Context: an optimization exercise on an open-source flow, tuned for small area, a short achievable clock period and few clock cycles per item. The choices shown serve that exercise and are no tape-out recipe.
Where RTL was checked, it was by simulation tests only, not by an equivalence proof against the original.
For runs 4 to 7, only the layout was checked, not whether the RTL still works.
Power and IR drop assume default switching activity.

===== design.v =====
package tlbrr_pkg;
	localparam int ENTRIES    = 32;
	localparam int PAGE_BITS  = 11;
	localparam int FRAME_BITS = 10;
	localparam int SLOT_W     = $clog2(ENTRIES);
	localparam int LFSR_W     = 16;
	localparam int DEPTH      = 4;
	localparam int OUT_W      = 1 + FRAME_BITS + SLOT_W + 1;
	localparam logic [LFSR_W-1:0] LFSR_TAPS = 16'hB400;
	localparam logic [LFSR_W-1:0] LFSR_SEED = 16'hACE1;
	localparam logic [1:0] ACT_LOOKUP = 2'd0;
	localparam logic [1:0] ACT_FILL   = 2'd1;
	localparam logic [1:0] ACT_FLUSH  = 2'd2;
	typedef struct packed {
		logic [1:0]            action;
		logic [PAGE_BITS-1:0]  page_number;
		logic [FRAME_BITS-1:0] frame_number;
	} in_item_t;
	typedef struct packed {
		logic                  hit;
		logic [FRAME_BITS-1:0] found_frame;
		logic [SLOT_W-1:0]     slot;
		logic                  evicted;
	} out_item_t;
	function automatic logic [ENTRIES-1:0] first_oh(input logic [ENTRIES-1:0] vec);
		logic [ENTRIES-1:0] below;
		below[0] = 1'b0;
		for (int i = 1; i < ENTRIES; i++) begin
			below[i] = below[i-1] | vec[i-1];
		end
		first_oh = vec & ~below;
	endfunction
	function automatic logic [SLOT_W-1:0] enc(input logic [ENTRIES-1:0] oh);
		logic [SLOT_W-1:0] idx;
		idx = '0;
		for (int i = 0; i < ENTRIES; i++) begin
			if (oh[i]) begin
				idx = idx | SLOT_W'(i);
			end
		end
		enc = idx;
	endfunction
	function automatic logic [ENTRIES-1:0] dec(input logic [SLOT_W-1:0] idx);
		dec = '0;
		dec[idx] = 1'b1;
	endfunction
	function automatic logic [LFSR_W-1:0] lfsr_step(input logic [LFSR_W-1:0] cur);
		logic [LFSR_W-1:0] nxt;
		nxt = cur >> 1;
		if (cur[0]) begin
			nxt = nxt ^ LFSR_TAPS;
		end
		lfsr_step = nxt;
	endfunction
endpackage
module tlbrr_ctrl(
	input  logic                 clk,
	input  logic                 arst_n,
	input  logic                 in_valid,
	output logic                 in_stall,
	output logic                 acc,
	input  logic                 r_v,
	input  tlbrr_pkg::out_item_t r_data,
	output logic                 out_valid,
	input  logic                 out_stall,
	output tlbrr_pkg::out_item_t out_data
);
	localparam int D = tlbrr_pkg::DEPTH;
	logic [D:0]           cnt_q;
	logic                 stall_q;
	logic [D-1:0]         qv_q;
	logic [D-1:0][tlbrr_pkg::OUT_W-1:0] q_q;
	logic                 pop;
	logic [D-1:0]         push_pop, push_keep;
	assign acc       = in_valid & ~stall_q;
	assign in_stall  = stall_q;
	assign pop       = qv_q[0] & ~out_stall;
	assign out_valid = qv_q[0];
	assign out_data  = q_q[0];
	always_comb begin
		for (int k = 0; k < D; k++) begin
			push_keep[k] = r_v & ~qv_q[k] & ((k == 0) ? 1'b1 : qv_q[(k + D - 1) % D]);
			push_pop[k]  = r_v & ((k + 1 < D) ? ~qv_q[(k + 1) % D] : 1'b1) & qv_q[k];
		end
	end
	always_ff @(posedge clk or negedge arst_n) begin
		if (!arst_n) begin
			cnt_q   <= (D + 1)'(1);
			stall_q <= 1'b0;
			qv_q    <= '0;
		end else begin
			if (acc && !pop) begin
				cnt_q <= {cnt_q[D-1:0], 1'b0};
			end else if (pop && !acc) begin
				cnt_q <= {1'b0, cnt_q[D:1]};
			end
			stall_q <= !pop && (cnt_q[D] || (cnt_q[D-1] && acc));
			for (int k = 0; k < D; k++) begin
				if (pop) begin
					qv_q[k] <= ((k + 1 < D) ? qv_q[(k + 1) % D] : 1'b0) | push_pop[k];
				end else begin
					qv_q[k] <= qv_q[k] | push_keep[k];
				end
			end
		end
	end
	always_ff @(posedge clk) begin
		for (int k = 0; k < D; k++) begin
			if (pop) begin
				if (push_pop[k]) begin
					q_q[k] <= r_data;
				end else if (k + 1 < D) begin
					q_q[k] <= q_q[(k + 1) % D];
				end
			end else if (push_keep[k]) begin
				q_q[k] <= r_data;
			end
		end
	end
endmodule
module tlbrr_datapath(
	input  logic                 clk,
	input  logic                 arst_n,
	input  logic                 cfg_we,
	input  logic                 cfg_data,
	input  logic                 acc,
	input  tlbrr_pkg::in_item_t  in_data,
	output logic                 r_v,
	output tlbrr_pkg::out_item_t r_data
);
	localparam int N  = tlbrr_pkg::ENTRIES;
	localparam int SW = tlbrr_pkg::SLOT_W;
	logic [N-1:0]                          valid_q;
	logic [N-1:0][tlbrr_pkg::PAGE_BITS-1:0]  page_q;
	logic [N-1:0][tlbrr_pkg::FRAME_BITS-1:0] frame_q;
	logic [N-1:0][SW-1:0]                  lru_q;
	logic                                  used_q;
	logic                                  pu_v_q;
	logic [SW-1:0]                         pu_slot_q;
	logic                                  pu_front_q;
	logic [tlbrr_pkg::LFSR_W-1:0]          lfsr_q;
	logic                                  mode_q;
	logic                 a_v_q;
	tlbrr_pkg::in_item_t  a_q;
	logic                 b_v_q;
	tlbrr_pkg::in_item_t  b_q;
	logic [N-1:0]         b_match_q;
	logic [N-1:0] a_match;
	logic         a_peq;
	logic                 b_lookup, b_fill, b_flush;
	logic [N-1:0]         hit_oh, free_oh, fill_oh, vict_oh;
	logic                 hit_any, free_any;
	logic [SW-1:0]        hit_idx, free_idx, front, vict_idx, fill_idx;
	logic [tlbrr_pkg::LFSR_W-1:0] lfsr_next;
	logic [tlbrr_pkg::FRAME_BITS-1:0] hit_frame;
	logic                 use_rec;
	logic [SW-1:0]        use_slot;
	logic [N-1:0]         pu_at, pu_ge;
	assign a_peq = (b_q.page_number == a_q.page_number);
	always_comb begin
		for (int i = 0; i < N; i++) begin
			if (b_flush) begin
				a_match[i] = 1'b0;
			end else if (fill_oh[i]) begin
				a_match[i] = a_peq;
			end else begin
				a_match[i] = valid_q[i] && (page_q[i] == a_q.page_number);
			end
		end
	end
	assign b_lookup = b_v_q && (b_q.action == tlbrr_pkg::ACT_LOOKUP);
	assign b_fill   = b_v_q && (b_q.action == tlbrr_pkg::ACT_FILL);
	assign b_flush  = b_v_q && (b_q.action == tlbrr_pkg::ACT_FLUSH);
	assign hit_oh    = tlbrr_pkg::first_oh(b_match_q);
	assign hit_any   = |b_match_q;
	assign hit_idx   = tlbrr_pkg::enc(hit_oh);
	assign free_oh   = tlbrr_pkg::first_oh(~valid_q);
	assign free_any  = ~&valid_q;
	assign free_idx  = tlbrr_pkg::enc(free_oh);
	assign lfsr_next = tlbrr_pkg::lfsr_step(lfsr_q);
	assign front     = pu_front_q ? lru_q[1] : lru_q[0];
	assign vict_idx  = mode_q ? lfsr_next[SW-1:0] : front;
	assign vict_oh   = tlbrr_pkg::dec(vict_idx);
	assign fill_idx  = free_any ? free_idx : vict_idx;
	assign fill_oh   = !b_fill ? '0 : (free_any ? free_oh : vict_oh);
	always_comb begin
		hit_frame = '0;
		for (int i = 0; i < N; i++) begin
			if (hit_oh[i]) begin
				hit_frame = hit_frame | frame_q[i];
			end
		end
	end
	assign use_rec  = !mode_q && ((b_lookup && hit_any) || b_fill);
	assign use_slot = b_fill ? fill_idx : hit_idx;
	assign r_v = b_v_q;
	always_comb begin
		r_data = '0;
		if (b_lookup && hit_any) begin
			r_data.hit         = 1'b1;
			r_data.found_frame = hit_frame;
			r_data.slot        = hit_idx;
		end else if (b_fill) begin
			r_data.slot    = fill_idx;
			r_data.evicted = !free_any;
		end
	end
	always_comb begin
		for (int k = 0; k < N; k++) begin
			pu_at[k] = (lru_q[k] == pu_slot_q);
			pu_ge[k] = (k == 0) ? pu_at[k] : (pu_ge[(k + N - 1) % N] | pu_at[k]);
		end
	end
	always_ff @(posedge clk or negedge arst_n) begin
		if (!arst_n) begin
			a_v_q   <= 1'b0;
			b_v_q   <= 1'b0;
			valid_q <= '0;
			used_q  <= 1'b0;
			pu_v_q  <= 1'b0;
			pu_front_q <= 1'b0;
			lfsr_q  <= tlbrr_pkg::LFSR_SEED;
			mode_q  <= 1'b0;
			for (int k = 0; k < N; k++) begin
				lru_q[k] <= SW'(k);
			end
		end else begin
			a_v_q <= acc;
			b_v_q <= a_v_q;
			if (cfg_we) begin
				mode_q <= cfg_data;
			end
			if (b_flush) begin
				valid_q <= '0;
			end else begin
				valid_q <= valid_q | fill_oh;
			end
			if (b_fill && !free_any && mode_q) begin
				lfsr_q <= lfsr_next;
			end
			if (use_rec) begin
				used_q <= 1'b1;
			end
			pu_v_q <= use_rec && used_q;
			pu_front_q <= use_rec && used_q && (use_slot == front);
			if (pu_v_q) begin
				for (int k = 0; k < N - 1; k++) begin
					if (pu_ge[k]) begin
						lru_q[k] <= lru_q[k + 1];
					end
				end
				lru_q[N-1] <= pu_slot_q;
			end
		end
	end
	always_ff @(posedge clk) begin
		a_q       <= in_data;
		b_q       <= a_q;
		b_match_q <= a_match;
		pu_slot_q <= use_slot;
		for (int i = 0; i < N; i++) begin
			if (fill_oh[i]) begin
				page_q[i]  <= b_q.page_number;
				frame_q[i] <= b_q.frame_number;
			end
		end
	end
endmodule
module tlb_lru_random_replace_top(
	input  logic                 clk,
	input  logic                 arst_n,
	input  logic                 cfg_we,
	input  logic                 cfg_data,
	input  logic                 in_valid,
	output logic                 in_stall,
	input  tlbrr_pkg::in_item_t  in_data,
	output logic                 out_valid,
	input  logic                 out_stall,
	output tlbrr_pkg::out_item_t out_data
);
	logic                 acc;
	logic                 r_v;
	tlbrr_pkg::out_item_t r_data;
	tlbrr_ctrl u_ctrl (
		.clk       (clk),
		.arst_n    (arst_n),
		.in_valid  (in_valid),
		.in_stall  (in_stall),
		.acc       (acc),
		.r_v       (r_v),
		.r_data    (r_data),
		.out_valid (out_valid),
		.out_stall (out_stall),
		.out_data  (out_data)
	);
	tlbrr_datapath u_dp (
		.clk      (clk),
		.arst_n   (arst_n),
		.cfg_we   (cfg_we),
		.cfg_data (cfg_data),
		.acc      (acc),
		.in_data  (in_data),
		.r_v      (r_v),
		.r_data   (r_data)
	);
endmodule

===== constraint.sdc =====
create_clock -name core_clock -period 7.5 [get_ports {clk}]
set_input_delay 1.5000 -clock core_clock [delete_from_list [all_inputs] [get_ports {clk}]]
set_output_delay 1.5000 -clock core_clock [all_outputs]
set_load 0.01 [all_outputs]

===== run.sh =====
#!/bin/bash
# synth_recipe.tcl (not shown) runs the flow's synth.tcl, then flattens the netlist and writes it again
# the make line also repeats each setting of config.mk as NAME=value (left out here)
make -C /OpenROAD-flow-scripts/flow DESIGN_CONFIG=/design/flow/config.mk WORK_HOME=/design/flow/orfs CLKGATE_MAP_FILE= SYNTH_SCRIPT=/design/flow/synth_recipe.tcl finish

===== config.mk =====
export PLATFORM = sky130hd
export DESIGN_NAME = tlb_lru_random_replace_top
export DESIGN_NICKNAME = tlb_lru_random_replace_top
export VERILOG_FILES = /design/flow/design.v
export SDC_FILE = /design/flow/constraint.sdc
export NUM_CORES = 4
export LEC_CHECK = 0
export CAP_MARGIN = 20
export CORE_MARGIN = 2
export CORE_UTILIZATION = 40
export SLEW_MARGIN = 20

==> flow_metrics.py, run 1 <==
metrics = {
    "sta": {
        "tns_ns": 0,
        "finalHoldViolCount": 0,
        "rsz0062_at_grt": "false",
        "setup_viol": 0,
        "slew_violations": 0,
        "finClkSkew_ns": 0.0592,
        "worst_pin_slew_ns": 1.18,
        "timing.fmax_ghz": 0.226,
        "setup_slack_ns": 3.07,
        "fin_crit_ns": 4.43,
        "finalCritPeriodShare_pct": 59.0,
        "relSlewSlack_pct": 20.8,
    },
    "synthesis": {
        "yosysMostFrequentCell": "edfxtp_1",
        "ys_seq_area_share_pct": 65.5,
        "avgSynthCellArea_sq_um": 13.7,
        "syn_area_sq_mm": 0.0447,
        "synth_top_area_share_pct": 47.4,
        "async_flop_share_pct": 21.4,
        "yosysWarnings": 2,
        "synth_top_area_cell": "edfxtp_1",
        "synth_commonest_cells": "edfxtp_1, xor2_1, xnor2_1",
        "ys_top_cells_by_area": "edfxtp_1, dfrtp_1, dfxtp_1",
        "synth_flop_cell": "edfxtp_1",
        "synth_cells": 3256,
        "ys_types": 90,
        "synth_seq_cells": 1047,
        "syn_nets": 3289,
        "synth_edf_count": 706,
    },
    "setup_path": {
        "critPathArrivalTime_ns": 4.80,
        "r2r-start": "u_dp.pu_front_q",
        "slowest_stage": "a21oi_1",
        "path_max_fanout": 14,
        "crit_path_start_kind": "register",
        "critPathCaptureType": "register",
        "cp.required_ns": 7.87,
        "crit_path_max_incr_delay_ns": 0.75,
        "path_cells": "mux2_2 -> mux2i_1 -> ha_1 -> nand4_1 -> a21oi_1 -> nand2_1 -> a2bb2oi_1 -> nor2_2 -> buf_4",
        "setup.worst_path.class": "register to register",
        "startpoint": "u_dp.pu_front_q",
    },
    "route": {
        "vias": 27300,
        "wl_per_cell_um": 23.8,
        "dr.pass1.iters": 5,
        "viasPerCell": 5.55,
        "drcViolationCount": 0,
        "highest_layer": "met5",
        "wl_met3_um": 6790,
        "drtIter0Drc": 2690,
        "drt_wl_total_um": 117000,
        "ant_nets": 0,
        "met2_length_um": 55600,
        "wl_met1_um": 50600,
    },
    "clock_tree": {
        "postCtsSetupBuffers": 0,
        "clk_path_buf_depth": 3,
        "cts_buffers": 108,
        "root_buffer": "clkbuf_16",
        "post_cts_resized": 0,
        "clk_pin_slew_ns": 0.06,
        "holdBufCountCts": 0,
        "cts_sinks": 1047,
        "clock_latency_ns": 0.71,
        "cts_tree": "done",
        "htree_levels": 3,
    },
    "pwr": {
        "leakage_uw": 0.0182,
        "powerDensity_mw_per_mm2": 247,
        "power_uw": 12500,
        "vdd.ir_drop.worst_mv": 0.201,
    },
    "die": {
        "core_area_sq_mm": 0.111,
        "placementRows": 122,
        "die_width_um": 338,
        "die_area_sq_mm": 0.114,
        "initial_core_util_pct": 40.4,
        "ioPinCount": 48,
        "die-height_um": 338,
    },
    "cells_and_area": {
        "nets": 3373,
        "multi_input_area_sq_mm": 0.0146,
        "fillers": 9878,
        "n_antenna_cell": 0,
        "stdcell_count": 4920,
        "syn_to_final_growth_pct": 13.8,
        "seq_area_sq_mm": 0.0293,
        "layout-drive-gt1-share_pct": 18.4,
    },
    "global_routing": {
        "grt_max_degree": 94,
        "grt_util_all_layers_pct": 20.2,
        "grt_pass1_vias": 27200,
        "overflow": 0,
        "grt_pass1_wl_um": 176000,
        "grt_antenna_before_repair": 1,
    },
    "job": {
        "maxCapViolCount": 0,
    },
    "place": {
        "hpwl_um": 71600,
        "dp_cells": 4718,
        "numPortBuffers": 47,
        "gp_congestion": 0.960,
        "dp_slack_ns": 3.11,
    },
    "worst_hold_path": {
        "hold_start": "u_dp.a_q[3]",
        "hold_class": "register to register",
    },
    "status": {
        "status": "complete, no violations",
    },
}
## critical path: cells and delay by family (launching register included)
| kind | cells | cell delay (ns) |
|---|---|---|
| simple gates | 3 | 1.07 |
| compound gates | 2 | 0.96 |
| mux | 2 | 0.95 |
| flops | 1 | 0.44 |
| fa+ha+maj | 1 | 0.38 |
| buf+inv | 1 | 0.34 |
## cell usage in the layout (no fill, tap or decap), types with 19 or more instances in the layout
cell / instances
edfxtp_1: 706
xor2_1: 266
xnor2_1: 263
mux2_2: 181
nand2_1: 176
dfrtp_1: 135
nor2_1: 130
clkbuf_16: 113
nand4_1: 101
dfxtp_1: 98
buf_4: 96
dfstp_2: 89
nor4_1: 84
nor3_1: 75
o21ai_0: 71
nand3_1: 69
a21oi_1: 68
clkdlybuf4s50_1: 46
mux2i_1: 43
inv_1: 34
a22oi_1: 32
nor2_2: 23
a31oi_1: 23
clkinv_2: 23
o22ai_1: 22
a211oi_1: 21
o21ai_1: 20
a22o_1: 19
o21a_1: 19
clkbuf_1: 19
dfxtp_2: 19
## final timing paths
check	to	slack, ns	depth (start not counted)
max in group asynchronous	u_ctrl.cnt_q[1]	5.24	2
min	u_dp.b_q[3]	0.33	0
max reg2reg	u_dp.frame_q[226]	3.07	9
min reg2reg	u_dp.b_q[3]	0.33	0
max	u_dp.frame_q[226]	3.07	9
min in group asynchronous	u_dp.lru_q[42]	0.81	1
## state kept, by name, summed over array words and instances, names as in the netlist, 4 cells and up
register and cells:
u_ctrl.q_q 68, u_ctrl.cnt_q 5, u_dp.b_q 23, u_ctrl.qv_q 4
u_dp.lru_q 160, u_dp.page_q 352, u_dp.a_q 23, u_dp.valid_q 32
u_dp.lfsr_q 16, u_dp.frame_q 320, u_dp.b_match_q 32, u_dp.pu_slot_q 5
## logic make-up (layout without fill, tap and decap cells)
logic type	count (synthesis)	after routing	synth area share, %
flip-flops	1047	1047	65.5
AND/OR/NAND/NOR	806	806	9.53
XOR/XNOR	529	529	10.4
AO/OA/AOI/OAI	441	441	6.88
multiplexers	224	224	5.53
buffers and inverters	205	381	2.10
adder cells (fa/ha/maj)	4	4	0.112
## layer usage
layer / vias up / GRT usage [%]
li1: 12300 / -
met1: 13800 / 27.3
met2: 948 / 33.4
met3: 218 / 2.82
met4: 2 / 7.18
met5: - / 0
## power by group
group / switching (uW) / total (uW) / internal, uW
clock: 2310 / 5590 / 3280
combinational: 376 / 582 / 206
sequential: 75.1 / 6370 / 6290
total: 2760 / 12500 / 9780
## stage by stage
stage	cell area, sq um	hold slack [ns]	util [%]
2_1_floorplan	44700	0.310	-
3_3_place_gp	47100	0.311	42.5
3_5_place_dp	47100	0.312	42.6
4_1_cts	50800	0.327	45.9
5_1_grt	50800	0.334	45.9
6_report	50800	0.326	45.9
## final cells by class
cell class | instances | area share, %
Multi-Input combinational cell | 2004 | 28.8
Tap cell | 1488 | 3.66
Clock inverter | 56 | 1.28
Clock buffer | 146 | 6.08
Inverter | 36 | 0.266
Sequential cell | 1047 | 57.6
Timing Repair Buffer | 143 | 2.35
Testbench counts, summed over its fixed seeds: cycles 20,848, items 20,800.
==> run 2: changes to the inputs <==
--- a/design.v
+++ b/design.v
@@ -68,17 +68,27 @@
 	localparam int D = tlbrr_pkg::DEPTH;
+	localparam int S = D - 1;
 	logic [D:0]           cnt_q;
 	logic                 stall_q;
-	logic [D-1:0]         qv_q;
-	logic [D-1:0][tlbrr_pkg::OUT_W-1:0] q_q;
-	logic                 pop;
-	logic [D-1:0]         push_pop, push_keep;
+	logic                 hv_q;
+	logic [tlbrr_pkg::OUT_W-1:0] h_q;
+	logic [S-1:0][tlbrr_pkg::OUT_W-1:0] s_q;
+	logic [S-1:0]         rd_q, wr_q;     
+	logic [S:0]           sn_q;           
+	logic                 pop, take, s_any, s_pop, s_push;
+	logic [tlbrr_pkg::OUT_W-1:0] s_rd;
 	assign acc       = in_valid & ~stall_q;
 	assign in_stall  = stall_q;
-	assign pop       = qv_q[0] & ~out_stall;
-	assign out_valid = qv_q[0];
-	assign out_data  = q_q[0];
+	assign pop       = hv_q & ~out_stall;
+	assign out_valid = hv_q;
+	assign out_data  = h_q;
+	assign s_any  = ~sn_q[0];
+	assign take   = ~hv_q | ~out_stall;
+	assign s_pop  = take & s_any;
+	assign s_push = r_v & (s_any | ~take);
 	always_comb begin
-		for (int k = 0; k < D; k++) begin
-			push_keep[k] = r_v & ~qv_q[k] & ((k == 0) ? 1'b1 : qv_q[(k + D - 1) % D]);
-			push_pop[k]  = r_v & ((k + 1 < D) ? ~qv_q[(k + 1) % D] : 1'b1) & qv_q[k];
+		s_rd = '0;
+		for (int k = 0; k < S; k++) begin
+			if (rd_q[k]) begin
+				s_rd = s_rd | s_q[k];
+			end
 		end
@@ -89,3 +99,6 @@
 			stall_q <= 1'b0;
-			qv_q    <= '0;
+			hv_q    <= 1'b0;
+			rd_q    <= S'(1);
+			wr_q    <= S'(1);
+			sn_q    <= (S + 1)'(1);
 		end else begin
@@ -97,8 +110,15 @@
 			stall_q <= !pop && (cnt_q[D] || (cnt_q[D-1] && acc));
-			for (int k = 0; k < D; k++) begin
-				if (pop) begin
-					qv_q[k] <= ((k + 1 < D) ? qv_q[(k + 1) % D] : 1'b0) | push_pop[k];
-				end else begin
-					qv_q[k] <= qv_q[k] | push_keep[k];
-				end
+			if (take) begin
+				hv_q <= s_any | r_v;
+			end
+			if (s_pop) begin
+				rd_q <= {rd_q[S-2:0], rd_q[S-1]};
+			end
+			if (s_push) begin
+				wr_q <= {wr_q[S-2:0], wr_q[S-1]};
+			end
+			if (s_push && !s_pop) begin
+				sn_q <= {sn_q[S-1:0], 1'b0};
+			end else if (s_pop && !s_push) begin
+				sn_q <= {1'b0, sn_q[S:1]};
 			end
@@ -107,11 +127,8 @@
 	always_ff @(posedge clk) begin
-		for (int k = 0; k < D; k++) begin
-			if (pop) begin
-				if (push_pop[k]) begin
-					q_q[k] <= r_data;
-				end else if (k + 1 < D) begin
-					q_q[k] <= q_q[(k + 1) % D];
-				end
-			end else if (push_keep[k]) begin
-				q_q[k] <= r_data;
+		if (take) begin
+			h_q <= s_any ? s_rd : r_data;
+		end
+		for (int k = 0; k < S; k++) begin
+			if (r_v && wr_q[k]) begin
+				s_q[k] <= r_data;
 			end
@@ -142,2 +159,6 @@
 	logic                                  mode_q;
+	logic [N-1:0]                          free_oh_q;
+	logic                                  free_any_q;
+	logic [N-1:0]                          free2_oh;
+	logic                                  free2_any;
 	logic                 a_v_q;
@@ -176,4 +197,6 @@
 	assign hit_idx   = tlbrr_pkg::enc(hit_oh);
-	assign free_oh   = tlbrr_pkg::first_oh(~valid_q);
-	assign free_any  = ~&valid_q;
+	assign free_oh   = free_oh_q;
+	assign free_any  = free_any_q;
+	assign free2_oh  = tlbrr_pkg::first_oh(~valid_q & ~free_oh_q);
+	assign free2_any = |(~valid_q & ~free_oh_q);
 	assign free_idx  = tlbrr_pkg::enc(free_oh);
@@ -182,3 +205,4 @@
 	assign vict_idx  = mode_q ? lfsr_next[SW-1:0] : front;
-	assign vict_oh   = tlbrr_pkg::dec(vict_idx);
+	assign vict_oh   = mode_q ? tlbrr_pkg::dec(lfsr_next[SW-1:0])
+	                 : (pu_front_q ? tlbrr_pkg::dec(lru_q[1]) : tlbrr_pkg::dec(lru_q[0]));
 	assign fill_idx  = free_any ? free_idx : vict_idx;
@@ -218,2 +242,4 @@
 			valid_q <= '0;
+			free_oh_q  <= N'(1);
+			free_any_q <= 1'b1;
 			used_q  <= 1'b0;
@@ -233,5 +259,11 @@
 			if (b_flush) begin
-				valid_q <= '0;
+				valid_q    <= '0;
+				free_oh_q  <= N'(1);
+				free_any_q <= 1'b1;
 			end else begin
 				valid_q <= valid_q | fill_oh;
+				if (b_fill && free_any_q) begin
+					free_oh_q  <= free2_oh;
+					free_any_q <= free2_any;
+				end
 			end
--- a/config.mk
+++ b/config.mk
@@ -10,2 +10,3 @@
 export CORE_UTILIZATION = 40
+export SETUP_SLACK_MARGIN = 5.0
 export SLEW_MARGIN = 20
==> run 2 against run 1 <==
Critical path depth increased by 3; final cell count grew 4.6%; power is 1.1% higher; worst hold slack lost 0.0013 ns; core utilization rose by 5.4 points; register-to-register slack improved by 1.3 ns; clock power is 0.7% higher; via count is 8.9% higher; synthesized area rose by 1.8%; sequential share of layout area fell by 4.4 points; largest cell class unchanged; highest routed layer unchanged.
==> flow_metrics.py, run 2 <==
metrics = {
    "cells_and_area": {
        "fillers": 9395,
        "largest_reg_flops": 352,
        "final_cell_mix": "edfxtp_1, xor2_1, xnor2_1",
        "n_antenna_cell": 0,
        "stdcell_count": 5148,
        "syn_to_final_growth_pct": 27.1,
        "nets": 3584,
        "largest_register": "u_dp.page_q",
        "final_common_cell": "edfxtp_1",
        "top_regs": "u_dp.page_q: 352 flops, u_dp.frame_q: 320 flops, u_dp.lru_q: 160 flops",
        "layout-drive-gt1-share_pct": 32.1,
    },
    "pwr": {
        "vdd.ir_drop.worst_mv": 0.217,
        "leakage_uw": 0.0213,
        "powerDensity_mw_per_mm2": 219,
    },
    "setup_path": {
        "path_max_fanout": 6,
        "critPathArrivalTime_ns": 3.60,
        "critPathCaptureType": "register",
        "setup.worst_path.class": "register to register",
        "cp.required_ns": 7.92,
        "crit_path_start_kind": "register",
    },
    "clock_tree": {
        "cts_buffers": 110,
        "clock_latency_ns": 0.72,
        "clk_pin_slew_ns": 0.06,
        "cts_tree": "done",
        "htree_levels": 3,
        "clk_path_buf_depth": 3,
        "cts_sinks": 1087,
        "root_buffer": "clkbuf_16",
    },
    "route": {
        "dr.pass1.iters": 5,
        "ant_nets": 0,
        "wl_per_cell_um": 26.5,
        "drt_wl_total_um": 137000,
        "drtIter0Drc": 3061,
        "drcViolationCount": 0,
        "viasPerCell": 5.77,
        "vias": 29700,
    },
    "sta": {
        "timing.fmax_ghz": 0.315,
        "fin_crit_ns": 3.18,
        "finClkSkew_ns": 0.0435,
        "setup_viol": 0,
        "slew_violations": 0,
        "finalCritPeriodShare_pct": 42.3,
        "setup_slack_ns": 4.32,
        "tns_ns": 0,
        "relSlewSlack_pct": 15.0,
        "finalHoldViolCount": 0,
        "worst_pin_slew_ns": 1.27,
        "rsz0062_at_grt": "true",
    },
    "synthesis": {
        "yosysWarnings": 2,
        "yosys.area_share.simple_pct": 7.99,
        "muxShareOfSynthArea_pct": 5.43,
        "syn_area_sq_mm": 0.0455,
        "syn_nets": 3197,
        "synthXorXnorAreaFrac_pct": 10.2,
        "ys_top_cells_by_area": "edfxtp_1, dfrtp_1, dfstp_2",
        "synth_flop_cell": "edfxtp_1",
        "synth_seq_cells": 1087,
        "yosysMostFrequentCell": "edfxtp_1",
        "synth_cells": 3163,
        "synth_edf_count": 740,
        "avgSynthCellArea_sq_um": 14.4,
        "synth-adder-area-share_pct": 0.138,
        "async_flop_share_pct": 24.3,
        "ys_seq_area_share_pct": 67.3,
        "synth_top_area_cell": "edfxtp_1",
        "ys_types": 84,
        "synth_top_family_by_area": "XOR/XNOR gates",
        "synth_top_area_share_pct": 48.9,
        "synth_commonest_cells": "edfxtp_1, xor2_1, xnor2_1",
        "synth-compound-area-share_pct": 7.23,
    },
    "global_routing": {
        "grt_pass1_vias": 29200,
        "overflow": 0,
        "grt_antenna_before_repair": 4,
        "grt_pass1_wl_um": 197000,
        "grt_util_all_layers_pct": 22.8,
        "grt_max_degree": 154,
    },
    "die": {
        "die_area_sq_mm": 0.116,
        "core_area_sq_mm": 0.113,
        "placementRows": 123,
        "die-height_um": 341,
        "initial_core_util_pct": 40.4,
        "ioPinCount": 48,
        "die_width_um": 341,
    },
    "status": {
        "status": "complete, no violations",
    },
    "job": {
        "maxCapViolCount": 0,
    },
    "place": {
        "numPortBuffers": 47,
        "dp_slack_ns": 3.43,
        "gp_congestion": 0.935,
        "dp_cells": 4607,
        "hpwl_um": 70400,
    },
    "worst_hold_path": {
        "hold_class": "register to register",
    },
}
==> run 2: changes by cell type after synthesis, moves of 16 or more <==
cell	delta
a211oi_1	-16
nor3_1	-21
a21oi_1	-36
nand4_1	-16
edfxtp_1	+34
o21a_1	+23
dfxtp_1	-34
a22oi_1	+25
nor2_1	-48
dfrtp_1	+35
o41ai_1	+16
==> run 2: per-layer routing <==
layer	track usage (%)	wire length (um)
met5	0	42
met4	10.9	7410
met3	3.71	9230
met2	37.4	65600
met1	29.4	54300
==> run 2: logic make-up after synthesis <==
kind of cell,count (synthesis)
simple gates,687
mux,224
compound gates,449
buf+inv,179
flops,1087
fa+ha+maj,5
xor+xnor,532
==> run 2: timing repair <==
action                                   CTS  global route
cloned                                    46            12
pin swaps                                135            84
buffers inserted                         200            73
gates resized for setup                  600           142
endpoints found under the hold margin      0             0
endpoints found under the setup margin  1007          1028
hold buffers                               0             0
==> run 2: cell type report <==
cell class                 count  area, sq um  share of cell area, %
tap                         1500         1880                   3.25
timing repair buffer         384         4330                   7.50
clock buffer                 166         3300                   5.71
multi-input combinational   1939        17000                   29.4
clock inverter                44          450                  0.779
inverter                      28          105                  0.182
sequential                  1087        30700                   53.2
==> run 2: final timing paths <==
check                                    end           from  slack, ns  cells after the start
max in group asynchronous  u_dp.free_oh_q[7]         arst_n       5.21                      2
min in group asynchronous    u_dp.lfsr_q[12]         arst_n       0.89                      1
setup / recovery           u_dp.frame_q[101]  u_dp.lru_q[5]       4.32                     12
setup reg to reg           u_dp.frame_q[101]  u_dp.lru_q[5]       4.32                     12
hold reg to reg                  u_dp.b_q[4]    u_dp.a_q[4]       0.32                      0
hold / removal                   u_dp.b_q[4]    u_dp.a_q[4]       0.32                      0
==> run 2: report_power, final <==
group | switching [uW] | total, uW | internal, uW
Combinational | 376 | 551 | 174
Clock | 2380 | 5630 | 3250
Sequential | 47.8 | 6500 | 6450
Total | 2800 | 12700 | 9880
==> run 2: per-stage QoR <==
step | power [uW] | instance area [sq um] | utilization [%] | hold WS (ns)
3_5_place_dp | 7110 | 47900 | 42.5 | 0.312
3_3_place_gp | 7100 | 47900 | 42.5 | 0.310
6_report | 12700 | 57800 | 51.3 | 0.325
2_1_floorplan | 6880 | 45900 | - | 0.310
5_1_grt | 13000 | 57800 | 51.3 | 0.329
4_1_cts | 12700 | 56300 | 50.0 | 0.326
==> run 2: worst max-delay path: stages (launching register included) <==
cell	delay (ns)
dfstp_2	0.55
inv_2	0.05
ha_4	0.16
nor3b_4	0.14
xor2_1	0.15
mux2i_1	0.19
o21ai_2	0.15
buf_4	0.19
nand2b_4	0.14
or4_4	0.46
buf_12	0.16
o21ai_4	0.31
clkbuf_16	0.23
Testbench counts of run 2, summed over its fixed seeds: cycles 20,848, items 20,800.
==> run 3: changes to the inputs <==
--- a/config.mk
+++ b/config.mk
@@ -10,3 +10,3 @@
 export CORE_UTILIZATION = 40
-export SETUP_SLACK_MARGIN = 5.0
+export SETUP_SLACK_MARGIN = 4.5
 export SLEW_MARGIN = 20
==> run 3 against run 2 <==
Largest power group unchanged; still clean; count of clock-buffer cells in the layout shrank 27; synthesized area did not move; flip-flop and latch count unchanged; core utilization is 4.0 points lower; synthesized cell count is the same.
==> flow_metrics.py, run 3 <==
metrics = {
    "sta": {
        "slew_violations": 0,
        "finalHoldViolCount": 0,
        "tns_ns": 0,
        "setup_viol": 0,
        "finClkSkew_ns": 0.0658,
        "setup_slack_ns": 4.49,
        "relSlewSlack_pct": 32.2,
        "rsz0062_at_grt": "true",
        "timing.fmax_ghz": 0.332,
        "worst_pin_slew_ns": 1.01,
        "fin_crit_ns": 3.01,
        "finalCritPeriodShare_pct": 40.1,
    },
    "cells_and_area": {
        "fillers": 9882,
        "largest_reg_flops": 352,
        "largest_register": "u_dp.page_q",
        "final_cell_mix": "edfxtp_1, xor2_1, xnor2_1",
        "final_common_cell": "edfxtp_1",
        "nets": 3352,
        "layout-drive-gt1-share_pct": 22.9,
        "syn_to_final_growth_pct": 17.3,
        "design_area_sq_mm": 0.0533,
        "top_regs": "u_dp.page_q: 352 flops, u_dp.frame_q: 320 flops, u_dp.lru_q: 160 flops",
    },
    "synthesis": {
        "ys_seq_area_share_pct": 67.3,
        "synth_edf_count": 740,
        "avgSynthCellArea_sq_um": 14.4,
        "async_flop_share_pct": 24.3,
        "synth_flop_cell": "edfxtp_1",
        "synth_seq_cells": 1087,
        "ys_types": 84,
        "syn_nets": 3197,
        "synth_commonest_cells": "edfxtp_1, xor2_1, xnor2_1",
        "synth_top_area_share_pct": 48.9,
        "ys_top_cells_by_area": "edfxtp_1, dfrtp_1, dfstp_2",
        "synth_top_area_cell": "edfxtp_1",
        "synth_cells": 3163,
        "yosysWarnings": 2,
        "syn_area_sq_mm": 0.0455,
        "yosysMostFrequentCell": "edfxtp_1",
    },
    "route": {
        "viasPerCell": 5.57,
        "drt_wl_total_um": 123000,
        "ant_nets": 0,
        "highest_layer": "met4",
        "wl_per_cell_um": 25.0,
        "wl_met3_um": 7220,
        "drtIter0Drc": 2800,
        "vias": 27400,
        "dr.pass1.iters": 6,
        "drcViolationCount": 0,
        "met2_length_um": 60000,
        "wl_met1_um": 51800,
    },
    "worst_hold_path": {
        "min_to": "u_dp.b_q[3]",
        "holdPathStages": 0,
        "hold_start": "u_dp.a_q[3]",
        "hold_class": "register to register",
    },
    "clock_tree": {
        "cts_tree": "done",
        "clk_path_buf_depth": 3,
        "clk_pin_slew_ns": 0.06,
        "holdBufCountCts": 0,
        "cts_buffers": 109,
        "htree_levels": 3,
        "root_buffer": "clkbuf_16",
        "cts_sinks": 1087,
        "clock_latency_ns": 0.73,
    },
    "setup_path": {
        "cp.required_ns": 7.89,
        "critPathArrivalTime_ns": 3.40,
        "crit_path_start_kind": "register",
        "r2r-end": "u_dp.frame_q[309]",
        "regToRegSetupSlack_ns": 4.49,
        "critPathCaptureType": "register",
        "r2r-start": "u_dp.lru_q[7]",
        "rr_worst_depth": 7,
        "critPathTopFamily": "compound AO/OA/AOI/OAI gates",
        "slowest_stage": "o21ai_1",
        "path_max_fanout": 23,
        "cp_num_buf_inv": 1,
        "setup.worst_path.class": "register to register",
        "path_cells": "nor3_1 -> xor2_1 -> a21oi_1 -> o21ai_1 -> nand2_1 -> o21ai_2 -> buf_8",
        "crit_path_max_incr_delay_ns": 0.59,
    },
    "pwr": {
        "leakage_uw": 0.0191,
        "vdd.ir_drop.worst_mv": 0.208,
        "powerDensity_mw_per_mm2": 238,
    },
    "die": {
        "core_area_sq_mm": 0.113,
        "die-height_um": 341,
        "initial_core_util_pct": 40.4,
        "die_width_um": 341,
        "placementRows": 123,
        "ioPinCount": 48,
        "die_area_sq_mm": 0.116,
    },
    "place": {
        "hpwl_um": 72100,
        "dp_slack_ns": 3.63,
        "placed_area_sq_mm": 0.0479,
        "gp_congestion": 0.934,
        "numPortBuffers": 47,
    },
    "global_routing": {
        "grt_max_degree": 134,
        "grt_antenna_before_repair": 3,
        "overflow": 0,
        "grt_pass1_vias": 27600,
        "grt_pass1_wl_um": 183000,
        "grt_util_all_layers_pct": 21.0,
    },
    "status": {
        "status": "complete, no violations",
    },
    "job": {
        "maxCapViolCount": 0,
    },
}
## run 3: cell counts after synthesis
No cell type changed its count.
## run 3: cell families after synthesis
logic type	synth area share, %
flip-flops	67.3
AND/OR/NAND/NOR	7.99
XOR/XNOR	10.2
AO/OA/AOI/OAI	7.23
multiplexers	5.43
buffers and inverters	1.66
adder cells (fa/ha/maj)	0.138
## run 3: power by group
part / switching [uW] / internal (uW)
logic: 316 / 146
registers: 61.4 / 6460
clock network: 2390 / 3320
total: 2770 / 9920
## run 3: layout make-up
class                   instances  area [sq um]  share of cell area [%]
flip-flops and latches       1087         30700                    57.5
multi-input cells            1905         15000                    28.1
clock buffers                 139          2990                    5.61
repair buffers                187          1900                    3.57
well taps                    1500          1880                    3.52
clock inverters                69           803                    1.51
inverters                      28           109                   0.204
diodes                          1          2.50                 0.00469
## run 3: how the worst max path moves through the flow
stage,cells after the start,slack (ns),from,endpoint
4_1_cts,12,4.44,u_dp.lru_q[5],u_dp.page_q[69]
3_5_place_dp,8,3.63,u_dp.b_match_q[0],u_ctrl.s_q[12]
3_3_place_gp,8,3.64,u_dp.b_match_q[0],u_ctrl.h_q[12]
5_1_grt,9,4.38,u_dp.lru_q[2],u_dp.b_match_q[0]
6_report,7,4.49,u_dp.lru_q[7],u_dp.frame_q[309]
2_1_floorplan,9,4.37,u_dp.lru_q[5],u_dp.frame_q[180]
## run 3: what timing repair did
| item | 4_1_cts | 5_1_grt |
|---|---|---|
| resized for setup | 162 | 67 |
| setup buffers | 46 | 18 |
| pin swaps | 30 | 18 |
| setup endpoints to repair | 858 | 585 |
| cloned | 11 | 1 |
## run 3: metal layers
layer	vias up	GRT usage [%]
li1	12200	-
met2	940	35.5
met1	14000	28.0
met3	206	3.12
met5	-	0
met4	0	6.27
## run 3: metrics by stage
stage	hold slack, ns	util [%]	cells	power [uW]
finish	0.324	47.3	4916	12700
global placement	0.310	42.5	4630	7100
global route	0.330	47.3	4915	13100
detailed placement	0.312	42.5	4631	7100
CTS	0.325	46.9	4896	12800
floorplan	0.310	-	3163	6880
==> run 4: changes to the inputs <==
--- a/design.v
+++ b/design.v
@@ -6,3 +6,3 @@
 	localparam int LFSR_W     = 16;
-	localparam int DEPTH      = 4;
+	localparam int DEPTH      = 3;
 	localparam int OUT_W      = 1 + FRAME_BITS + SLOT_W + 1;
@@ -163,4 +163,2 @@
 	logic                                  free2_any;
-	logic                 a_v_q;
-	tlbrr_pkg::in_item_t  a_q;
 	logic                 b_v_q;
@@ -179,3 +177,3 @@
 	logic [N-1:0]         pu_at, pu_ge;
-	assign a_peq = (b_q.page_number == a_q.page_number);
+	assign a_peq = (b_q.page_number == in_data.page_number);
 	always_comb begin
@@ -187,3 +185,3 @@
 			end else begin
-				a_match[i] = valid_q[i] && (page_q[i] == a_q.page_number);
+				a_match[i] = valid_q[i] && (page_q[i] == in_data.page_number);
 			end
@@ -239,3 +237,2 @@
 		if (!arst_n) begin
-			a_v_q   <= 1'b0;
 			b_v_q   <= 1'b0;
@@ -253,4 +250,3 @@
 		end else begin
-			a_v_q <= acc;
-			b_v_q <= a_v_q;
+			b_v_q <= acc;
 			if (cfg_we) begin
@@ -288,4 +284,3 @@
 	always_ff @(posedge clk) begin
-		a_q       <= in_data;
-		b_q       <= a_q;
+		b_q       <= in_data;
 		b_match_q <= a_match;
==> run 4 against run 3 <==
Still clean on timing, DRC and antenna; non-clock buffer count rose by 23; flip-flop and latch count fell by 45; worst setup slack got worse by 0.084 ns; sequential share of layout area fell by 1.3 points; via count fell by 0.80%; power fell by 4.6%; first-iteration DRC count fell by 7.4%; clock power fell by 6.3%; worst hold slack improved by 0.13 ns; final cell count fell by 0.57%; design area fell by 1.4%; count of clock-buffer cells in the layout rose by 25.
==> flow_metrics.py, run 4 <==
metrics = {
    "status": {
        "status": "complete, no violations",
    },
    "job": {
        "maxCapViolCount": 0,
    },
    "synthesis": {
        "synth_top_area_cell": "edfxtp_1",
        "async_flop_share_pct": 24.9,
        "synth_flop_cell": "edfxtp_1",
        "avgSynthCellArea_sq_um": 14.3,
        "synth_commonest_cells": "edfxtp_1, xor2_1, xnor2_1",
        "synth_edf_count": 723,
        "ys_seq_area_share_pct": 66.1,
        "synth_seq_cells": 1042,
        "yosysMostFrequentCell": "edfxtp_1",
        "ys_top_cells_by_area": "edfxtp_1, dfrtp_1, dfstp_2",
        "yosysWarnings": 2,
        "ys_types": 93,
        "syn_nets": 3159,
        "synth_top_area_share_pct": 48.6,
        "syn_area_sq_mm": 0.0446,
        "synth_cells": 3125,
    },
    "cells_and_area": {
        "final_common_cell": "edfxtp_1",
        "largest_reg_flops": 352,
        "stdcell_count": 4888,
        "largest_register": "u_dp.page_q",
        "top_regs": "u_dp.page_q: 352 flops, u_dp.frame_q: 320 flops, u_dp.lru_q: 160 flops",
        "syn_to_final_growth_pct": 17.8,
        "design_area_sq_mm": 0.0526,
        "layout-drive-gt1-share_pct": 23.9,
        "final_util_pct": 47.5,
        "nets": 3339,
        "final_cell_mix": "edfxtp_1, xor2_1, xnor2_1",
    },
    "sta": {
        "setup_viol": 0,
        "rsz0062_at_grt": "true",
        "relSlewSlack_pct": 37.8,
        "finalHoldViolCount": 0,
        "timing.fmax_ghz": 0.323,
        "worst_pin_slew_ns": 0.924,
        "finalCritPeriodShare_pct": 41.3,
        "slew_violations": 0,
        "setup_slack_ns": 4.41,
        "finClkSkew_ns": 0.0677,
        "fin_crit_ns": 3.09,
        "tns_ns": 0,
    },
    "clock_tree": {
        "cts_buffers": 109,
        "cts_sinks": 1042,
        "clk_pin_slew_ns": 0.06,
        "cts_tree": "done",
        "root_buffer": "clkbuf_16",
        "htree_levels": 3,
        "holdBufCountCts": 0,
        "clk_path_buf_depth": 3,
        "clock_latency_ns": 0.73,
    },
    "setup_path": {
        "path_max_fanout": 10,
        "critPathCaptureType": "register",
        "cp.required_ns": 7.94,
        "crit_path_start_kind": "register",
        "setup.worst_path.class": "register to register",
        "critPathArrivalTime_ns": 3.54,
    },
    "route": {
        "drcViolationCount": 0,
        "viasPerCell": 5.55,
        "vias": 27200,
        "wl_per_cell_um": 24.6,
        "dr.pass1.iters": 6,
        "drt_wl_total_um": 120000,
        "ant_nets": 0,
        "drtIter0Drc": 2594,
    },
    "pwr": {
        "powerDensity_mw_per_mm2": 230,
        "power_switching_uw": 2670,
        "p_seq_share_pct": 51.6,
        "p_int_uw": 9440,
        "pwr-share-clk_pct": 44.2,
        "vdd.ir_drop.worst_mv": 0.219,
        "pwr-share-comb_pct": 4.2,
        "leakage_uw": 0.0190,
        "p_sw_share_pct": 22.0,
    },
    "global_routing": {
        "grt_pass1_vias": 26700,
        "grt_antenna_before_repair": 3,
        "grt_util_all_layers_pct": 21.0,
        "grt_pass1_wl_um": 179000,
        "overflow": 0,
        "grt_max_degree": 118,
    },
    "place": {
        "dp_slack_ns": 3.19,
        "gp_congestion": 0.919,
        "placed_area_sq_mm": 0.0469,
        "hpwl_um": 73700,
        "numPortBuffers": 47,
        "dp_cells": 4579,
    },
    "die": {
        "die_area_sq_mm": 0.114,
        "initial_core_util_pct": 40.3,
        "placementRows": 122,
        "die-height_um": 338,
        "die_width_um": 338,
        "core_area_sq_mm": 0.111,
        "ioPinCount": 48,
    },
    "worst_hold_path": {
        "hold_class": "register to register",
    },
}
run 4: changes by cell type after synthesis, sizes merged, moves of 20 or more:
cell / before / now
nor3: 59 / 79
dfxtp: 83 / 60
nand2: 182 / 149
a221oi: 12 / 33
run 4: repair_timing:
| item | CTS | global route |
|---|---|---|
| buffers inserted | 60 | 29 |
| endpoints found under the setup margin | 856 | 786 |
| cloned | 10 | 4 |
| hold endpoints to repair | 0 | 0 |
| gates resized for setup | 177 | 92 |
| pin swaps | 31 | 27 |
run 4: layer usage:
layer / vias to the layer above / wire [um] / GRT usage, %
met5: - / 0 / 0
met1: 13800 / 51000 / 27.9
met2: 932 / 58500 / 34.9
li1: 12200 / - / -
met4: 0 / 4010 / 7.56
met3: 230 / 7010 / 3.03
run 4: layout make-up:
type	instances	area (sq um)
fill	9614	58100
inverter	25	101
clock buffer	164	3070
timing repair buffer	210	2160
sequential	1042	29600
multi-input combinational	1917	15300
antenna	1	2.50
tap	1488	1860
clock inverter	41	478
run 4: per-stage QoR:
step	power (uW)	hold WS, ns
after floorplan	6640	0.430
after global placement	6840	0.447
after detailed placement	6850	0.449
after CTS	12200	0.461
after global routing	12500	0.475
final	12100	0.458
run 4: cells by family (layout without fill, tap and decap cells):
| kind of cell | after synthesis | after routing | share of synthesized area [%] |
|---|---|---|---|
| other cells | 0 | 1 | 0 |
| simple gates | 705 | 706 | 8.69 |
| fa+ha+maj | 5 | 5 | 0.140 |
| flops | 1042 | 1042 | 66.1 |
| mux | 223 | 223 | 5.51 |
| xor+xnor | 531 | 531 | 10.4 |
| compound gates | 443 | 452 | 7.32 |
| buf+inv | 176 | 440 | 1.80 |
run 4: power by group through the flow:
stage	Combinational, uW	Clock (uW)	Sequential (uW)
floorplan	275	0	6370
detailed placement	487	0	6360
global placement	483	0	6360
global route	554	5670	6240
CTS	508	5450	6240
finish	511	5350	6240
run 4: final timing paths:
| kind | startpoint | end | slack (ns) | cells past startpoint |
|---|---|---|---|---|
| max | u_dp.lru_q[5] | u_dp.page_q[74] | 4.41 | 11 |
| max in group asynchronous | arst_n | u_dp.free_oh_q[1] | 5.20 | 2 |
| min in group asynchronous | arst_n | u_dp.lru_q[54] | 0.91 | 1 |
| min | u_dp.b_q[17] | u_dp.page_q[18] | 0.46 | 0 |
| max reg2reg | u_dp.lru_q[5] | u_dp.page_q[74] | 4.41 | 11 |
| min reg2reg | u_dp.b_q[17] | u_dp.page_q[18] | 0.46 | 0 |
run 4: critical path, cell delays in order (launching register included):
cell     delay [ns]
dfstp_2        0.55
inv_2          0.05
ha_4           0.15
nor3b_4        0.14
xor2_1         0.15
mux2i_1        0.17
o21ai_2        0.10
or3_4          0.37
or4_4          0.61
buf_4          0.19
o21ai_4        0.18
buf_12         0.18
==> run 5: changes to the inputs <==
--- a/config.mk
+++ b/config.mk
@@ -10,2 +10,4 @@
 export CORE_UTILIZATION = 40
+export CTS_BUF_LIST = sky130_fd_sc_hd__clkbuf_8
+export CTS_CLUSTER_SIZE = 20
 export SETUP_SLACK_MARGIN = 4.5
==> run 5 against run 4 <==
Die area did not move; still clean on timing, DRC and antenna; synthesized cell count did not move; global-route usage rose by 0.33 points; final cell count rose by 2.4%; first-iteration DRC count rose by 7.9%; clock power fell by 9.3%.
==> flow_metrics.py, run 5 <==
metrics = {
    "synthesis": {
        "yosysWarnings": 2,
        "ys_seq_area_share_pct": 66.1,
        "avgSynthCellArea_sq_um": 14.3,
        "ys_top_cells_by_area": "edfxtp_1, dfrtp_1, dfstp_2",
        "synth_top_area_cell": "edfxtp_1",
        "synth_flop_cell": "edfxtp_1",
        "synth_commonest_cells": "edfxtp_1, xor2_1, xnor2_1",
        "ys_types": 93,
        "synth_seq_cells": 1042,
        "synth_edf_count": 723,
        "async_flop_share_pct": 24.9,
        "synth_cells": 3125,
        "synth_top_area_share_pct": 48.6,
        "syn_area_sq_mm": 0.0446,
        "yosysMostFrequentCell": "edfxtp_1",
        "syn_nets": 3159,
    },
    "sta": {
        "relSlewSlack_pct": 35.3,
        "finalHoldViolCount": 0,
        "worst_pin_slew_ns": 0.969,
        "setup_slack_ns": 4.35,
        "setup_viol": 0,
        "finClkSkew_ns": 0.0853,
        "slew_violations": 0,
        "finalCritPeriodShare_pct": 42.0,
        "fin_crit_ns": 3.15,
        "timing.fmax_ghz": 0.318,
        "tns_ns": 0,
        "rsz0062_at_grt": "true",
    },
    "place": {
        "numPortBuffers": 47,
        "dp_slack_ns": 3.19,
        "gp_congestion": 0.919,
        "hpwl_um": 73700,
        "placed_area_sq_mm": 0.0469,
    },
    "clock_tree": {
        "cts_buffers": 173,
        "htree_levels": 4,
        "holdBufCountCts": 0,
        "clk_pin_slew_ns": 0.06,
        "cts_sinks": 1042,
        "root_buffer": "clkbuf_8",
        "cts_tree": "done",
        "clk_path_buf_depth": 3,
        "clock_latency_ns": 0.89,
    },
    "cells_and_area": {
        "final_common_cell": "edfxtp_1",
        "top_regs": "u_dp.page_q: 352 flops, u_dp.frame_q: 320 flops, u_dp.lru_q: 160 flops",
        "syn_to_final_growth_pct": 17.7,
        "fillers": 9683,
        "design_area_sq_mm": 0.0525,
        "nets": 3411,
        "final_cell_mix": "edfxtp_1, xor2_1, xnor2_1",
        "largest_reg_flops": 352,
        "final_util_pct": 47.5,
        "largest_register": "u_dp.page_q",
        "layout-drive-gt1-share_pct": 25.6,
    },
    "die": {
        "die_area_sq_mm": 0.114,
        "initial_core_util_pct": 40.3,
        "ioPinCount": 48,
        "die_width_um": 338,
        "placementRows": 122,
        "core_area_sq_mm": 0.111,
        "die-height_um": 338,
    },
    "pwr": {
        "vdd.ir_drop.worst_mv": 0.158,
        "leakage_uw": 0.0193,
        "powerDensity_mw_per_mm2": 221,
        "power_uw": 11600,
    },
    "setup_path": {
        "crit_path_start_kind": "register",
        "critPathCaptureType": "register",
        "cp.required_ns": 8.06,
        "critPathArrivalTime_ns": 3.71,
        "setup.worst_path.class": "register to register",
        "path_max_fanout": 12,
    },
    "status": {
        "status": "complete, no violations",
    },
    "route": {
        "ant_nets": 0,
        "dr.pass1.iters": 8,
        "drcViolationCount": 0,
        "wl_per_cell_um": 24.4,
        "vias": 27600,
        "highest_layer": "met4",
        "wl_met3_um": 8100,
        "wl_met1_um": 50600,
        "viasPerCell": 5.51,
        "drt_wl_total_um": 122000,
        "met2_length_um": 59500,
        "drtIter0Drc": 2800,
    },
    "worst_hold_path": {
        "hold_class": "register to register",
    },
    "global_routing": {
        "grt_util_all_layers_pct": 21.3,
        "grt_antenna_before_repair": 3,
        "overflow": 0,
        "grt_max_degree": 118,
        "grt_pass1_vias": 27300,
        "grt_pass1_wl_um": 181000,
    },
    "job": {
        "maxCapViolCount": 0,
    },
}
[run 5: per-layer routing]
layer,global-route usage [%],vias up
met2,35.3,1074
met4,7.70,0
li1,-,12300
met5,0,-
met3,3.95,237
met1,28.0,13900
[run 5: what timing repair did]
item                       4_1_cts  5_1_grt
setup endpoints to repair      858      724
resized for setup              228      129
setup buffers                   64       31
cloned                          10        5
pin swaps                       30       29
hold endpoints to repair         0        0
[run 5: cells by family (layout without fill, tap and decap cells)]
kind of cell | Yosys count | after routing | share of synthesized area (%)
xor+xnor | 531 | 531 | 10.4
mux | 223 | 223 | 5.51
simple gates | 705 | 705 | 8.69
compound gates | 443 | 452 | 7.32
buf+inv | 176 | 558 | 1.80
other cells | 0 | 1 | 0
fa+ha+maj | 5 | 5 | 0.140
flops | 1042 | 1042 | 66.1
[run 5: power by group]
group / leakage, uW / internal, uW / switching, uW
combinational: 0.00701 / 164 / 349
clock: 0.00198 / 2460 / 2380
sequential: 0.0103 / 6200 / 39.7
total: 0.0193 / 8830 / 2770
[run 5: critical path, cell delays in order, from the launching register on]
cell and delay [ns]:
dfstp_2 0.55, inv_2 0.05, ha_4 0.15, nor3b_4 0.14, xor2_1 0.15, mux2i_1 0.18
o21ai_2 0.10, or3_4 0.36, or4_4 0.50, buf_12 0.16, buf_4 0.15, o21ai_4 0.16
buf_12 0.19
[run 5: worst paths after layout]
check                              startpoint                 to  slack (ns)  cells after the start
worst max-delay path            u_dp.lru_q[5]  u_dp.frame_q[145]        4.35                     12
worst min-delay path             u_dp.b_q[17]    u_dp.page_q[18]        0.46                      0
worst max register to register  u_dp.lru_q[5]  u_dp.frame_q[145]        4.35                     12
worst min register to register   u_dp.b_q[17]    u_dp.page_q[18]        0.46                      0
max in group asynchronous              arst_n    u_dp.valid_q[7]        5.36                      2
min in group asynchronous              arst_n     u_dp.lru_q[59]        0.76                      1
[run 5: stage by stage]
stage                     hold slack (ns)  instances
after detailed placement            0.449       4579
after floorplan                     0.430       3125
after CTS                           0.466       4967
final                               0.458       5005
after global placement              0.447       4579
after global routing                0.484       5005
[run 5: area by class of cell]
class	count	area [sq um]	area share, %
multi-input combinational	1916	15400	29.2
tap	1488	1860	3.55
antenna	1	2.50	0.00477
clock buffer	190	2620	4.98
timing repair buffer	219	2300	4.37
clock inverter	124	711	1.35
sequential	1042	29600	56.3
inverter	25	101	0.193
==> run 6: changes to the inputs <==
--- a/config.mk
+++ b/config.mk
@@ -10,4 +10,4 @@
 export CORE_UTILIZATION = 40
-export CTS_BUF_LIST = sky130_fd_sc_hd__clkbuf_8
-export CTS_CLUSTER_SIZE = 20
+export CTS_CLUSTER_DIAMETER = 100
+export CTS_CLUSTER_SIZE = 24
 export SETUP_SLACK_MARGIN = 4.5
==> run 6 against run 5 <==
Still clean on timing, DRC and antenna; core utilization decreased by 1.9 points; synthesized cell count unchanged; clock skew shrank 0.021 ns; design area decreased by 3.9%; non-clock buffer count decreased by 13; fmax rose by 0.50%; count of clock-buffer cells in the layout shrank 102; critical path type unchanged; largest cell class unchanged; largest power group unchanged.
==> flow_metrics.py, run 6 <==
metrics = {
    "sta": {
        "rsz0062_at_grt": "true",
        "tns_ns": 0,
        "setup_viol": 0,
        "slew_violations": 0,
        "fin_crit_ns": 3.13,
        "finalCritPeriodShare_pct": 41.8,
        "finalHoldViolCount": 0,
        "relSlewSlack_pct": 28.3,
        "timing.fmax_ghz": 0.319,
        "worst_pin_slew_ns": 1.07,
        "finClkSkew_ns": 0.0643,
    },
    "cells_and_area": {
        "final_cell_mix": "edfxtp_1, xor2_1, xnor2_1",
        "largest_reg_flops": 352,
        "syn_to_final_growth_pct": 13.0,
        "nets": 3275,
        "layout-drive-gt1-share_pct": 21.6,
        "final_common_cell": "edfxtp_1",
        "top_regs": "u_dp.page_q: 352 flops, u_dp.frame_q: 320 flops, u_dp.lru_q: 160 flops",
        "design_area_sq_mm": 0.0505,
        "stdcell_count": 4772,
        "largest_register": "u_dp.page_q",
        "fillers": 9844,
    },
    "synthesis": {
        "syn_nets": 3159,
        "yosysMostFrequentCell": "edfxtp_1",
        "ys_top_cells_by_area": "edfxtp_1, dfrtp_1, dfstp_2",
        "ys_types": 93,
        "synth_top_area_share_pct": 48.6,
        "synth_flop_cell": "edfxtp_1",
        "syn_area_sq_mm": 0.0446,
        "synth_commonest_cells": "edfxtp_1, xor2_1, xnor2_1",
        "ys_seq_area_share_pct": 66.1,
        "synth_edf_count": 723,
        "synth_seq_cells": 1042,
        "yosysWarnings": 2,
        "avgSynthCellArea_sq_um": 14.3,
        "async_flop_share_pct": 24.9,
        "synth_top_area_cell": "edfxtp_1",
        "synth_cells": 3125,
    },
    "worst_hold_path": {
        "hold_class": "register to register",
        "holdPathStages": 0,
        "hold_start": "u_dp.b_q[17]",
    },
    "clock_tree": {
        "cts_sinks": 1042,
        "htree_levels": 2,
        "cts_tree": "done",
        "cts_buffers": 50,
        "clk_path_buf_depth": 3,
        "clock_latency_ns": 0.70,
        "clk_pin_slew_ns": 0.10,
        "root_buffer": "clkbuf_16",
    },
    "route": {
        "drcViolationCount": 0,
        "dr.pass1.iters": 6,
        "viasPerCell": 5.59,
        "vias": 26700,
        "drt_wl_total_um": 119000,
        "ant_nets": 0,
        "drtIter0Drc": 2929,
        "wl_per_cell_um": 25.0,
    },
    "place": {
        "gp_congestion": 0.919,
        "numPortBuffers": 47,
        "hpwl_um": 73700,
        "placed_area_sq_mm": 0.0469,
        "dp_cells": 4579,
    },
    "status": {
        "status": "complete, no violations",
    },
    "die": {
        "die_area_sq_mm": 0.114,
        "initial_core_util_pct": 40.3,
        "core_area_sq_mm": 0.111,
        "die_width_um": 338,
        "die-height_um": 338,
        "placementRows": 122,
        "ioPinCount": 48,
    },
    "setup_path": {
        "rr_worst_depth": 11,
        "startpoint": "u_dp.lru_q[5]",
        "cp.required_ns": 7.91,
        "critPathCaptureType": "register",
        "critPathArrivalTime_ns": 3.54,
        "crit_path_start_kind": "register",
        "path_max_fanout": 6,
        "r2r-start": "u_dp.lru_q[5]",
        "setup.worst_path.class": "register to register",
    },
    "pwr": {
        "vdd.ir_drop.worst_mv": 0.179,
        "powerDensity_mw_per_mm2": 197,
        "leakage_uw": 0.0179,
    },
    "job": {
        "maxCapViolCount": 0,
    },
    "global_routing": {
        "overflow": 0,
        "grt_max_degree": 118,
        "grt_util_all_layers_pct": 20.7,
        "grt_pass1_wl_um": 177000,
        "grt_antenna_before_repair": 3,
        "grt_pass1_vias": 26000,
    },
}
## run 6: cell counts after synthesis
No cell type changed its count.
## run 6: metal layers
| metal | vias up | share of wire [%] | GRT usage [%] |
|---|---|---|---|
| li1 | 11900 | - | - |
| met1 | 13600 | 42 | 28.1 |
| met2 | 928 | 48 | 34.5 |
| met3 | 205 | 5.8 | 2.74 |
| met4 | 0 | 3.4 | 6.69 |
| met5 | - | 0 | 0 |
## run 6: layout make-up
type	instances	area [sq um]	area share, %
Sequential cell	1042	29600	58.6
Multi-Input combinational cell	1916	15300	30.3
Timing Repair Buffer	206	2140	4.24
Tap cell	1488	1860	3.69
Clock buffer	88	1440	2.84
Inverter	25	101	0.201
Clock inverter	6	68.8	0.136
Antenna cell	1	2.50	0.00496
## run 6: cells by family (layout without fill, tap and decap cells)
family,after synthesis,count (layout),share of synthesized area [%]
compound gates,443,452,7.32
xor+xnor,531,531,10.4
fa+ha+maj,5,5,0.140
buf+inv,176,325,1.80
flops,1042,1042,66.1
mux,223,223,5.51
other cells,0,1,0
simple gates,705,705,8.69
## run 6: timing repair
action,in CTS,in global routing
pin swaps,29,17
gates resized for setup,178,86
endpoints found under the setup margin,863,660
cloned,11,3
hold buffers,0,0
setup buffers,62,22
## run 6: metrics by stage
step	power (uW)	worst slack, ns	hold slack, ns	utilization (%)
floorplan	6640	4.36	0.430	-
global placement	6840	3.05	0.447	42.4
detailed placement	6850	3.19	0.449	42.4
CTS	10000	4.34	0.472	45.0
global route	10200	4.30	0.487	45.6
finish	9930	4.37	0.467	45.6
## run 6: where the power goes
part           switching, uW  internal (uW)  leakage, uW
combinational            350            163      0.00691
clock                   1850           1330     0.000721
sequential              40.1           6190       0.0103
total                   2240           7680       0.0179
## run 6: final timing paths
kind                                       to  slack [ns]
max in group asynchronous  u_dp.free_oh_q[10]        5.18
max                         u_dp.frame_q[142]        4.37
min                           u_dp.page_q[18]        0.47
max reg2reg                 u_dp.frame_q[142]        4.37
min reg2reg                   u_dp.page_q[18]        0.47
min in group asynchronous      u_dp.lru_q[59]        0.90
## run 6: critical path: stages, from the launching register on
cell and delay [ns]:
dfstp_2 0.57, inv_2 0.05, ha_4 0.15, nor3b_4 0.14
xor2_1 0.15, mux2i_1 0.18, o21ai_2 0.10, or3_4 0.36
or4_4 0.50, buf_12 0.17, o21ai_4 0.26, clkbuf_16 0.24
==> run 7: changes to the inputs <==
--- a/config.mk
+++ b/config.mk
@@ -12,3 +12,3 @@
 export CTS_CLUSTER_SIZE = 24
-export SETUP_SLACK_MARGIN = 4.5
+export SETUP_SLACK_MARGIN = 4.3
 export SLEW_MARGIN = 20
==> run 7 against run 6 <==
Worst hold slack better by 0.010 ns; fmax is 4.0% lower; still clean on timing, DRC and antenna; sequential share of layout area is 1.5 points higher; sequential power hardly changed; non-clock buffer count is 55 lower; register-to-register slack worse by 0.13 ns; synthesized cell count stayed put; largest power group unchanged; highest routed layer is now met5; worst setup slack worse by 0.13 ns; combinational power is 2% lower.
==> flow_metrics.py, run 7 <==
metrics = {
    "sta": {
        "worst_pin_slew_ns": 0.975,
        "rsz0062_at_grt": "true",
        "finClkSkew_ns": 0.0443,
        "finalHoldViolCount": 0,
        "timing.fmax_ghz": 0.307,
        "fin_crit_ns": 3.26,
        "finalCritPeriodShare_pct": 43.5,
        "relSlewSlack_pct": 35.0,
        "slew_violations": 0,
        "tns_ns": 0,
        "setup_viol": 0,
        "setup_slack_ns": 4.24,
    },
    "synthesis": {
        "synth_top_area_share_pct": 48.6,
        "synth_cells": 3125,
        "syn_area_sq_mm": 0.0446,
        "synth_commonest_cells": "edfxtp_1, xor2_1, xnor2_1",
        "ys_types": 93,
        "avgSynthCellArea_sq_um": 14.3,
        "yosysWarnings": 2,
        "yosysMostFrequentCell": "edfxtp_1",
        "async_flop_share_pct": 24.9,
        "synth_flop_cell": "edfxtp_1",
        "syn_nets": 3159,
        "ys_seq_area_share_pct": 66.1,
        "synth_seq_cells": 1042,
        "synth_top_area_cell": "edfxtp_1",
        "ys_top_cells_by_area": "edfxtp_1, dfrtp_1, dfstp_2",
        "synth_edf_count": 723,
    },
    "cells_and_area": {
        "n_antenna_cell": 0,
        "final_common_cell": "edfxtp_1",
        "largest_register": "u_dp.page_q",
        "final_cell_mix": "edfxtp_1, xor2_1, xnor2_1",
        "nets": 3212,
        "syn_to_final_growth_pct": 10.2,
        "largest_reg_flops": 352,
        "top_regs": "u_dp.page_q: 352 flops, u_dp.frame_q: 320 flops, u_dp.lru_q: 160 flops",
        "layout-drive-gt1-share_pct": 18.0,
        "design_area_sq_mm": 0.0492,
        "stdcell_count": 4707,
    },
    "route": {
        "wl_per_cell_um": 24.7,
        "viasPerCell": 5.56,
        "drtIter0Drc": 2419,
        "dr.pass1.iters": 6,
        "vias": 26200,
        "drt_wl_total_um": 116000,
        "drcViolationCount": 0,
        "ant_nets": 0,
    },
    "global_routing": {
        "grt_util_all_layers_pct": 20.2,
        "grt_pass1_vias": 25700,
        "grt_antenna_before_repair": 0,
        "grt_max_degree": 163,
        "grt_pass1_wl_um": 173000,
        "overflow": 0,
    },
    "worst_hold_path": {
        "holdPathStages": 1,
        "hold_class": "register to register",
    },
    "setup_path": {
        "cp.required_ns": 8.05,
        "path_cells": "or4_4 -> nor3_4 -> buf_4 -> nand2_1 -> nor4_1 -> or3_1 -> xnor2_1 -> a21oi_1 -> a2111oi_2",
        "r2r-end": "u_dp.pu_front_q",
        "path_max_fanout": 17,
        "crit_path_start_kind": "register",
        "setup.worst_path.class": "register to register",
        "rr_worst_depth": 9,
        "critPathCaptureType": "register",
        "startpoint": "u_dp.b_match_q[1]",
        "r2r-start": "u_dp.b_match_q[1]",
        "slowest_stage": "or4_4",
        "cp-endpoint": "u_dp.pu_front_q",
        "crit_path_max_incr_delay_ns": 0.66,
        "regToRegSetupSlack_ns": 4.24,
        "critPathArrivalTime_ns": 3.82,
    },
    "clock_tree": {
        "cts_sinks": 1042,
        "clk_path_buf_depth": 3,
        "cts_buffers": 50,
        "root_buffer": "clkbuf_16",
        "cts_tree": "done",
        "clk_pin_slew_ns": 0.10,
        "clock_latency_ns": 0.68,
        "holdBufCountCts": 0,
        "htree_levels": 2,
    },
    "die": {
        "die_width_um": 338,
        "ioPinCount": 48,
        "die_area_sq_mm": 0.114,
        "initial_core_util_pct": 40.3,
        "die-height_um": 338,
        "core_area_sq_mm": 0.111,
        "placementRows": 122,
    },
    "pwr": {
        "powerDensity_mw_per_mm2": 201,
        "vdd.ir_drop.worst_mv": 0.173,
        "leakage_uw": 0.0174,
    },
    "place": {
        "numPortBuffers": 47,
        "dp_slack_ns": 3.28,
        "gp_congestion": 0.942,
        "placed_area_sq_mm": 0.0469,
        "dp_cells": 4586,
        "hpwl_um": 74300,
    },
    "status": {
        "status": "complete, no violations",
    },
    "job": {
        "maxCapViolCount": 0,
    },
}
-- run 7: cell counts after synthesis --
No cell type changed its count.
-- run 7: critical path, delay by kind of cell (launching register included) --
family                    cells  cell delay [ns]
DFF                           1             0.43
xor gates and xnor gates      1             0.15
AOI/OAI and AO/OA             2             0.33
buffers and inverters         1             0.19
and+or+nand+nor               5             2.02
-- run 7: how the worst min path moves through the flow --
stage	start	endpoint
after global placement	u_dp.used_q	u_dp.used_q
after detailed placement	u_dp.used_q	u_dp.used_q
after global routing	u_dp.used_q	u_dp.used_q
after floorplan	u_dp.used_q	u_dp.used_q
after CTS	u_dp.used_q	u_dp.used_q
final	u_ctrl.hv_q	u_ctrl.stall_q
-- run 7: metrics by stage --
stage	hold slack [ns]	total power, uW	utilization, %
4_1_cts	0.478	9980	44.0
2_1_floorplan	0.430	6640	-
3_5_place_dp	0.455	6850	42.4
3_3_place_gp	0.446	6850	42.4
5_1_grt	0.489	10200	44.4
6_report	0.477	9900	44.4
-- run 7: layer usage --
layer  share of wire (%)  track usage (%)
met5               0.062            0.468
met4                 2.5             5.13
met1                  43             27.4
met3                 5.9             2.84
met2                  49             34.2
-- run 7: cell families (layout without fill, tap and decap cells) --
group	Yosys count	in the layout	share of synthesized area, %
compound gates	443	443	7.32
flops	1042	1042	66.1
fa+ha+maj	5	5	0.140
mux	223	223	5.51
xor+xnor	531	531	10.4
buf+inv	176	269	1.80
simple gates	705	706	8.69
-- run 7: cell type report --
cell class / instances / area [sq um]
clock buffers: 88 / 1440
clock inverters: 5 / 62.6
fillers: 9903 / 61500
inverters: 25 / 97.6
multi-input cells: 1908 / 14800
flip-flops and latches: 1042 / 29500
well taps: 1488 / 1860
repair buffers: 151 / 1400
-- run 7: power breakdown --
group          internal (uW)  leakage (uW)  switching (uW)
Clock                   1340      0.000721            1830
Sequential              6190        0.0103            32.3
Combinational            159       0.00640             345
-- run 7: repair_timing --
| item | 4_1_cts | 5_1_grt |
|---|---|---|
| endpoints found under the setup margin | 423 | 592 |
| pin swaps | 6 | 9 |
| setup buffers | 11 | 12 |
| gates cloned | 1 | 4 |
| gates resized for setup | 59 | 57 |
| endpoints found under the hold margin | 0 | 0 |

Setup slack of run 7, layout unchanged: 4.237 ns with ideal ports, 4.237 ns with driving cells assumed (clock clkbuf_16, inputs buf_2), 3.721 ns with port delays also shifted by the 0.730 ns mid clock arrival.
